From an optimization exercise on the open Yosys and OpenROAD flow, aimed at small area and a short achievable clock period; shortcuts taken in it are not production practice.
Where RTL was checked, it was by simulation tests only, not by an equivalence proof against the original.
Power figures rest on the tool's default switching activity, not on a simulated workload.

Setup of garnet:
==> flow/design.v (excerpt) <==
module enigma_top (
    input  wire       clk,
    input  wire       srstn,
    input  wire       load_i,
    input  wire       encrypt_i,
    input  wire [5:0] code_i,
    output wire [5:0] code_o,
    output wire       code_valid_o
);
Size in the first run: roughly 2,100 cells after synthesis, about 480 flip-flops, roughly 17 I/O pins, roughly 22,000 µm² of cells after synthesis.
Settings: LEC_CHECK=0, CAP_MARGIN=20, CORE_MARGIN=2, CORE_UTILIZATION=60, CTS_BUF_LIST=sky130_fd_sc_hd__clkbuf_16, CTS_CLUSTER_DIAMETER=100, CTS_CLUSTER_SIZE=22, SETUP_SLACK_MARGIN=2.5, SLEW_MARGIN=20; clock period 6.0 ns.
run.sh (not shown) runs the stock make flow with config.mk's settings and CLKGATE_MAP_FILE= SYNTH_SCRIPT=/design/flow/synth_recipe.tcl, a recipe that flattens the netlist after the stock synthesis.
garnet: all stages complete, timing, DRC and antenna checks passed
Input-level comparison between tundra and garnet:
Settings: a deleted CTS_BUF_LIST that had been sky130_fd_sc_hd__clkbuf_16; a deleted CTS_CLUSTER_DIAMETER that had been 100; a deleted CTS_CLUSTER_SIZE that had been 22.
## What came out
Looking at met3 track demand over resource across garnet and tundra, the one that comes out higher is tundra. Final hold slack in tundra vs garnet: up 0.015 ns. Leakage power deteriorates in tundra relative to garnet. tundra ends up with a area growth from synthesis to layout that is 3.6 points higher than in garnet. Summary of tundra over garnet: first-iteration DRC count held steady, global routing usage summed across all routing layers grew by 0.95 points, clock buffer and inverter area fraction after layout grew by 3.5 points.
Relative to tundra, the following input files were edited for harbor:
Settings: SETUP_SLACK_MARGIN now 3.0, was 2.5; ABC_AREA now 1, previously not set; CTS_CLUSTER_SIZE now 22, previously not set; CTS_BUF_LIST now sky130_fd_sc_hd__clkbuf_16, previously not set; CTS_CLUSTER_DIAMETER now 100, previously not set.
### Flow results
Diff tundra -> harbor: count of clock-buffer cells in the layout dropped 65%; area share of and/or/nand/nor cells after synthesis +22 points; final period utilization lower; number of standard cells after synthesis now sits higher. Start point of the critical path: u_q[3] -> tundra, js_q[2] -> harbor. Comparing tundra with harbor, the later-pin clock latency in the skew report came out essentially unchanged. On ratio of routed vias to standard cells: harbor sits below tundra. Delta (harbor minus tundra): chip width went up, setup slack after layout went up, required arrival time at the worst endpoint went down. tundra vs harbor, category of the critical setup timing path: reg -> reg vs reg -> out. Of the two values seen for top routing layer in use, met4 was produced by tundra and met5 by harbor.
Relative to harbor, the following input files were edited for violet:
Settings: SETUP_SLACK_MARGIN changed from 3.0 to 2.5; ABC_AREA removed (was 1).
==> flow/flow/run.sh (new file) <==
#!/bin/bash
set -o pipefail
cp standard.sh standard_sh.log
export BUFFER_PORTS_ARGS="-buffer_cell sky130_fd_sc_hd__buf_4"
bash standard.sh > standard.log 2>&1
==> flow/standard.sh (new file) <==
#!/bin/bash
# synth_recipe.tcl (not shown) runs the flow's synth.tcl, then flattens the netlist and writes it again
# the make line also repeats each setting of config.mk as NAME=value (left out here)
make -C /OpenROAD-flow-scripts/flow DESIGN_CONFIG=/design/flow/config.mk WORK_HOME=/design/flow/orfs CLKGATE_MAP_FILE= SYNTH_SCRIPT=/design/flow/synth_recipe.tcl "${@:-finish}"
removed: flow/run.sh
Findings:
Of violet and harbor, it is violet that has the higher multi-input combinational area share.
Of harbor and violet, the run reporting the higher multi-input combinational cell area was harbor.
Final design area excluding fillers, harbor and violet: lower on violet

enigma_top, a different RTL version from the one above (not shown whole).
Size: about 2200 cells after synthesis, ~470 flip-flops.
clock: 6.0 ns
lec_check: 0
cap_margin: 20
core_margin: 2
core_utilization: 40
setup_slack_margin: 3.5
slew_margin: 20
Stock flow here: none of the scripts above is used.
The starting point finished with timing, DRC and antenna clean.
Next try:
--- a/flow/config.mk
+++ b/flow/config.mk
@@ -9,4 +9,4 @@
 export CORE_MARGIN = 2
 export CORE_UTILIZATION = 40
-export SETUP_SLACK_MARGIN = 3.5
+export SETUP_SLACK_MARGIN = 2.5
 export SLEW_MARGIN = 20
Fmax climbs slightly; synthesized cell count does not change; total power drops by a few percent; cell count drops slightly; hold slack stays flat; non-clock buffer count went down by 13; cell area drops slightly; count of clock-buffer cells in the layout increases by 6; synthesized area stays the same.
Function was not checked in any run of this note: the RTL went through the layout flow alone.

enigma_top, a different RTL version from the one above (not shown whole).
Size in the first run: roughly 2300 cells after synthesis, ~420 flip-flops, roughly 20000 um^2 of cells after synthesis.
clock: 6.0 ns
lec_check: 0
cap_margin: 20
core_margin: 2
core_utilization: 60
cts_buf_list: sky130_fd_sc_hd__clkbuf_16
cts_cluster_diameter: 100
cts_cluster_size: 22
setup_slack_margin: 2.5
slew_margin: 20
==> next run, changes <==
SETUP_SLACK_MARGIN = 2.65   (was 2.5)
The changed run completed with no timing, DRC or antenna violations.
Area after synthesis stays the same.
Power rose by about 2%.
Via count rose by 1.2%.
Final area rose by 1.4%.

== the reference run ==
enigma_top with an RTL version that a note above also has.
Size in the first run: ~2100 cells after synthesis, about 480 flip-flops, ~17 I/O pins, ~22000 µm² of cells after synthesis.
Settings: LEC_CHECK=0, CAP_MARGIN=20, CORE_MARGIN=2, CORE_UTILIZATION=60, SETUP_SLACK_MARGIN=3.5, SLEW_MARGIN=20; clock period 6.0 ns.
No stage failed in the reference run, and the final checks on the layout all came back clean.
diff inputs: the reference run => the trial run
--- a/flow/config.mk
+++ b/flow/config.mk
@@ -8,5 +8,8 @@
 export CAP_MARGIN = 20
 export CORE_MARGIN = 2
-export CORE_UTILIZATION = 60
-export SETUP_SLACK_MARGIN = 3.5
+export CORE_UTILIZATION = 70
+export CTS_BUF_LIST = sky130_fd_sc_hd__clkbuf_16
+export CTS_CLUSTER_DIAMETER = 100
+export CTS_CLUSTER_SIZE = 26
+export SETUP_SLACK_MARGIN = 2.5
 export SLEW_MARGIN = 20
Every run in the comparison, the reference run and the trial run, completed the flow with a clean layout. The trial run vs the reference run — portion of the clock cycle consumed by the worst path in the final layout rose 1.2 points. Cmp the reference run and the trial run / final antenna diode count / higher: the reference run. First-pass GRT wire length down 18% in the trial run wrt the reference run. Changes observed in the trial run relative to the reference run: global-route usage now sits lower; fraction of the yosys area taken by sequential cells has remained practically unchanged; site row count went down. Diff the reference run -> the trial run | register share of total power | increase of 13 points. Critical path depth sits higher in the trial run than in the reference run. Standard cell with the maximum stage delay on the critical path = o22ai_1: the trial run; standard cell with the maximum stage delay on the critical path = dfxtp_2: the reference run. The trial run ends up with a synthesis-to-layout area growth that is 21 points lower than in the reference run. Relative to the reference run, clock group share of total power has decreased by 11 points in the trial run.

## port drivers added, routing unchanged
How much do the figures lean on ideal ports? The routed layouts below were timed once more, with nothing changed but the port constraints. Step 1: set_driving_cell puts a clkbuf_16 on clk and a buf_2 on each other input, an assumption about the parent block. Step 2 moves the port delays by t, midway between the first and last clock arrival at a register: inputs arrive t later, outputs are due t later. That takes back most of the time a late clock gives input paths. Slacks: ideal / step 1 / step 2; pairs: ideal / step 1.
run	t (ns)	setup slack, ns	hold WS [ns]	worst setup path after step 2	worst data-port slew with drivers (ns)
garnet	0.633	2.553 / 2.520 / 2.071	0.359 / 0.359 / 0.359	input to register	0.05
tundra	0.651	2.453 / 2.453 / 1.988	0.375 / 0.375 / 0.375	input to register	0.04
harbor	0.649	2.595 / 2.536 / 2.366	0.345 / 0.345 / 0.345	input to register	0.04
violet	0.649	2.520 / 2.503 / 1.921	0.357 / 0.357 / 0.357	input to register	0.05
the first run of note 2	0.670	1.287 / 1.287 / 1.287	0.375 / 0.375 / 0.375	register to register	0.06
the second run of note 2	0.678	1.323 / 1.323 / 1.323	0.376 / 0.376 / 0.376	register to register	0.07
the first run of note 3	0.635	2.457 / 2.490 / 1.855	0.403 / 0.403 / 0.403	input to register	0.03
the second run of note 3	0.623	2.593 / 2.535 / 2.116	0.402 / 0.402 / 0.402	input to register	0.03
the reference run	0.666	2.553 / 2.498 / 1.958	0.370 / 0.370 / 0.370	input to register	0.06
the trial run	0.606	2.483 / 2.483 / 1.913	0.368 / 0.368 / 0.368	input to register	0.04
After both steps every run listed still meets setup and hold. The setup slack of the first run of note 3, which loses most, moves by +0.033 ns with the drivers and by -0.602 ns with both steps.
